This is an optimization exercise on Yosys and OpenROAD, whose aim is small area and few clock cycles, not a production implementation.
Where RTL was checked, it was by simulation tests only, not by an equivalence proof against the original.

==> flow/design.v <==
package image_window_pkg;
  localparam logic [3:0] CMD_WRITE    = 4'd0;
  localparam logic [3:0] CMD_UP       = 4'd1;
  localparam logic [3:0] CMD_DOWN     = 4'd2;
  localparam logic [3:0] CMD_LEFT     = 4'd3;
  localparam logic [3:0] CMD_RIGHT    = 4'd4;
  localparam logic [3:0] CMD_AVG      = 4'd5;
  localparam logic [3:0] CMD_MIRROR_X = 4'd6;
  localparam logic [3:0] CMD_MIRROR_Y = 4'd7;
  localparam logic [3:0] CMD_MAX      = 4'd8;
  localparam logic [3:0] CMD_MIN      = 4'd9;
  localparam logic [3:0] CMD_ROT_CW   = 4'd10;
  localparam logic [3:0] CMD_ROT_CCW  = 4'd11;
  localparam logic [3:0] CMD_ORIGIN   = 4'd12;
  typedef enum logic [1:0] {
    ST_LOAD  = 2'd0,
    ST_IDLE  = 2'd1,
    ST_EXEC  = 2'd2,
    ST_WRITE = 2'd3
  } state_e;
endpackage
import image_window_pkg::*;
module image_window_alu
#(
  parameter int DW = 8
) (
  input  logic [3:0]    op,
  input  logic          flip,    
  input  logic [DW-1:0] v00,
  input  logic [DW-1:0] v01,
  input  logic [DW-1:0] v10,
  input  logic [DW-1:0] v11,
  output logic [DW-1:0] n00,
  output logic [DW-1:0] n01,
  output logic [DW-1:0] n10,
  output logic [DW-1:0] n11
);
  function automatic logic gt(input logic [DW-1:0] a, input logic [DW-1:0] b);
    gt = 1'b0;
    for (int i = 0; i < DW; i++) gt = (a[i] & ~b[i]) | (~(a[i] ^ b[i]) & gt);
  endfunction
  logic [DW+1:0] sum_s;
  logic [DW-1:0] avg_s, c0_s, c1_s, ext_s, red_s;
  logic          mn_s, cw_s;
  always_comb begin
    sum_s = (DW+2)'(v00) + (DW+2)'(v01) + (DW+2)'(v10) + (DW+2)'(v11);
    avg_s = DW'(sum_s >> 2);
    mn_s  = (op == CMD_MIN);
    c0_s  = (gt(v00, v01) ^ mn_s) ? v00 : v01;
    c1_s  = (gt(v10, v11) ^ mn_s) ? v10 : v11;
    ext_s = (gt(c0_s, c1_s) ^ mn_s) ? c0_s : c1_s;
    red_s = (op == CMD_AVG) ? avg_s : ext_s;
    cw_s  = (op == CMD_ROT_CW) ^ flip;
  end
  always_comb begin
    case (op)
      CMD_MIRROR_X: begin n00 = v10; n01 = v11; n10 = v00; n11 = v01; end
      CMD_MIRROR_Y: begin n00 = v01; n01 = v00; n10 = v11; n11 = v10; end
      CMD_ROT_CW, CMD_ROT_CCW: begin
        n00 = cw_s ? v10 : v01;
        n11 = cw_s ? v01 : v10;
        n01 = cw_s ? v00 : v11;
        n10 = cw_s ? v11 : v00;
      end
      default:      begin n00 = red_s; n01 = red_s; n10 = red_s; n11 = red_s; end
    endcase
  end
endmodule
import image_window_pkg::*;
module image_window_ctrl
#(
  parameter int IMG_W = 8,
  parameter int IMG_H = 8,
  parameter int DW    = 8
) (
  input  logic                          clk,
  input  logic                          reset,
  input  logic [3:0]                    cmd,
  input  logic                          cmd_valid,
  output logic                          busy,
  output logic                          done,
  output logic                          rom_rd,
  output logic [$clog2(IMG_W*IMG_H)-1:0] rom_addr,
  input  logic [DW-1:0]                 rom_data,
  output logic                          ram_we,
  output logic [$clog2(IMG_W*IMG_H)-1:0] ram_addr,
  output logic [DW-1:0]                 ram_wdata
);
  localparam logic [2:0] X_HOME = 3'(IMG_W / 2 - 1);
  localparam logic [2:0] Y_HOME = 3'(IMG_H / 2 - 1);
  localparam logic [2:0] X_MAX  = 3'(IMG_W - 2);
  localparam logic [2:0] Y_MAX  = 3'(IMG_H - 2);
  localparam logic [5:0] S_LAST = 6'd32;    
  logic [5:0]    s_r, s_nxt_s;
  logic          busy_r, done_r, ld_r, cap_r;
  logic [2:0]    x_r, y_r;
  logic [2:0]    vx_s, vy_s;
  logic [1:0]    ri_s [2];
  logic [1:0]    ci_s [2];
  logic [DW-1:0] v_s [2][2];
  logic [DW-1:0] n_s [2][2];
  logic          acc_s, op_wr_s, ld_end_s, rd_s, wr_s;
  assign s_nxt_s = {s_r[4:0], s_r[5] ^ s_r[4] ^ (s_r[4:0] == 5'd0)};
  assign acc_s   = cmd_valid && !busy_r;
  assign rd_s    = busy_r && ld_r && !(cap_r && s_r == 6'd0);
  assign ld_end_s = busy_r && ld_r && cap_r && s_r == 6'd0;
  assign wr_s    = busy_r && !ld_r;
  always_comb begin
    case (cmd)
      CMD_AVG, CMD_MIRROR_X, CMD_MIRROR_Y, CMD_MAX, CMD_MIN, CMD_ROT_CW, CMD_ROT_CCW:
               op_wr_s = 1'b1;
      default: op_wr_s = 1'b0;
    endcase
  end
  assign vx_s = busy_r ? s_r[2:0] : x_r;
  assign vy_s = busy_r ? s_r[5:3] : y_r;
  assign ci_s[1] = vx_s[2:1];
  assign ci_s[0] = vx_s[2:1] + 2'(vx_s[0]);
  assign ri_s[1] = vy_s[2:1];
  assign ri_s[0] = vy_s[2:1] + 2'(vy_s[0]);
  for (genvar py = 0; py < 2; py++) begin : g_py
    for (genvar px = 0; px < 2; px++) begin : g_px
      logic          bank_we_s;
      logic [DW-1:0] wd_s;
      logic [3:0]    idx_s;
      logic [DW-1:0] mem_r [16];
      assign idx_s = {ri_s[py], ci_s[px]};
      assign v_s[py][px] = mem_r[idx_s];
      assign bank_we_s = busy_r ? (ld_r && cap_r && s_r[3] == 1'(py) && s_r[0] == 1'(px))
                                : (cmd_valid && op_wr_s);
      assign wd_s = busy_r ? rom_data : n_s[py][px];
      for (genvar e = 0; e < 16; e++) begin : g_e
        always_ff @(posedge clk) begin
          if (bank_we_s && idx_s == 4'(e)) mem_r[e] <= wd_s;
        end
      end
    end
  end
  image_window_alu #(.DW(DW)) u_alu (
    .op   (cmd),
    .flip (x_r[0] ^ y_r[0]),
    .v00  (v_s[0][0]),
    .v01  (v_s[0][1]),
    .v10  (v_s[1][0]),
    .v11  (v_s[1][1]),
    .n00  (n_s[0][0]),
    .n01  (n_s[0][1]),
    .n10  (n_s[1][0]),
    .n11  (n_s[1][1])
  );
  always_ff @(posedge clk or posedge reset) begin
    if (reset) begin
      s_r    <= 6'd0;
      busy_r <= 1'b1;
      done_r <= 1'b0;
      ld_r   <= 1'b1;
      cap_r  <= 1'b0;
      x_r    <= X_HOME;
      y_r    <= Y_HOME;
    end else begin
      cap_r <= 1'b1;
      if (rd_s || wr_s) s_r <= s_nxt_s;
      if (ld_end_s) begin
        ld_r   <= 1'b0;
        busy_r <= 1'b0;
      end
      if (wr_s && s_r == S_LAST) begin
        busy_r <= 1'b0;
        done_r <= 1'b1;
      end
      if (acc_s) begin
        done_r <= 1'b0;
        case (cmd)
          CMD_WRITE:  busy_r <= 1'b1;
          CMD_UP:     if (y_r != 3'd0) y_r <= y_r - 3'd1;
          CMD_DOWN:   if (y_r < Y_MAX) y_r <= y_r + 3'd1;
          CMD_LEFT:   if (x_r != 3'd0) x_r <= x_r - 3'd1;
          CMD_RIGHT:  if (x_r < X_MAX) x_r <= x_r + 3'd1;
          CMD_ORIGIN: begin x_r <= X_HOME; y_r <= Y_HOME; end
          default:    ;
        endcase
      end
    end
  end
  assign busy      = busy_r;
  assign done      = done_r;
  assign rom_rd    = rd_s;
  assign rom_addr  = s_nxt_s;
  assign ram_we    = wr_s;
  assign ram_addr  = s_r;
  assign ram_wdata = v_s[s_r[3]][s_r[0]];
endmodule
export LEC_CHECK = 0
export ABC_AREA = 1
export CAP_MARGIN = 20
export CORE_MARGIN = 2
export CORE_UTILIZATION = 50
export CTS_BUF_LIST = sky130_fd_sc_hd__clkbuf_8
export CTS_CLUSTER_SIZE = 30
export PLACE_DENSITY = 0.65
export SLEW_MARGIN = 20
create_clock -name core_clock -period 12.0 [get_ports {clk}]
run.sh (not shown) runs the stock make flow with config.mk's settings and CLKGATE_MAP_FILE= SYNTH_SCRIPT=/design/flow/synth_recipe.tcl, a recipe that flattens the netlist after the stock synthesis.
Change:
--- a/flow/design.v
+++ b/flow/design.v
@@ -36,17 +36,23 @@
   output logic [DW-1:0] n11
 );
   function automatic logic gt(input logic [DW-1:0] a, input logic [DW-1:0] b);
     gt = 1'b0;
     for (int i = 0; i < DW; i++) gt = (a[i] & ~b[i]) | (~(a[i] ^ b[i]) & gt);
   endfunction
-  logic [DW+1:0] sum_s;
+  logic [DW+1:0] sum_s, cs2_s;
+  logic [DW-1:0] ss1_s;
+  logic [DW:0]   cs1_s, ss2_s;
   logic [DW-1:0] avg_s, c0_s, c1_s, ext_s, red_s;
   logic          mn_s, cw_s;
   always_comb begin
-    sum_s = (DW+2)'(v00) + (DW+2)'(v01) + (DW+2)'(v10) + (DW+2)'(v11);
+    ss1_s  = v00 ^ v01 ^ v10;
+    cs1_s  = {(v00 & v01) | (v00 & v10) | (v01 & v10), 1'b0};
+    ss2_s  = {1'b0, ss1_s} ^ cs1_s ^ {1'b0, v11};
+    cs2_s  = {({1'b0, ss1_s} & cs1_s) | ({1'b0, ss1_s} & {1'b0, v11}) | (cs1_s & {1'b0, v11}), 1'b0};
+    sum_s = {1'b0, ss2_s} + cs2_s;
     avg_s = DW'(sum_s >> 2);
     mn_s  = (op == CMD_MIN);
     c0_s  = (gt(v00, v01) ^ mn_s) ? v00 : v01;
     c1_s  = (gt(v10, v11) ^ mn_s) ? v10 : v11;
     ext_s = (gt(c0_s, c1_s) ^ mn_s) ? c0_s : c1_s;
     red_s = (op == CMD_AVG) ? avg_s : ext_s;
=> The changed run finished with timing, DRC and antenna clean. Worst setup slack got worse by 43 ps. Synthesized area went down by 0.77%. Wire length went up by 1.2%. Maximum frequency went down by 0.44%. Clock-buffer cell count went down by 2. Design area went down by about 0.8%. Worst hold slack improved by 6.8 ps. Cell count went down by 1.9%. Synthesized cell count went down by about 2.5%.
Testbench counts after the change, summed over its fixed seeds: cycles 3,880.
Only the layout flow was run in the first run of this note; the RTL was not checked for function there.

-- static timing again, ports no longer ideal --
In the flow no input, the clock included, has a driving cell. The finished layouts below were timed again as built, in two steps.
Step 1 sets driving cells, clkbuf_16 on the clock port and buf_2 on the other inputs (assumed; they add their load-dependent delay and slew).
Step 2 adds t to the input delays and takes it off the output delays; t is the mean of the earliest and latest rising clock arrival at the registers after step 1. Input paths then give back, and output paths get back, about the clock's delay inside the block.
a / b / c = ideal ports / drivers / drivers and shift; a / b = the first two.
| run | t, ns | setup WS [ns] | slew at the worst register clock pin (ns) | pins driven straight from the clock port |
|---|---|---|---|---|
| the first run | 0.716 | 2.156 / 2.156 / 2.156 | 0.07 / 0.07 | 1 |
| the second run | 0.729 | 2.113 / 2.113 / 2.113 | 0.07 / 0.07 | 1 |
After both steps every run listed still meets setup and hold.
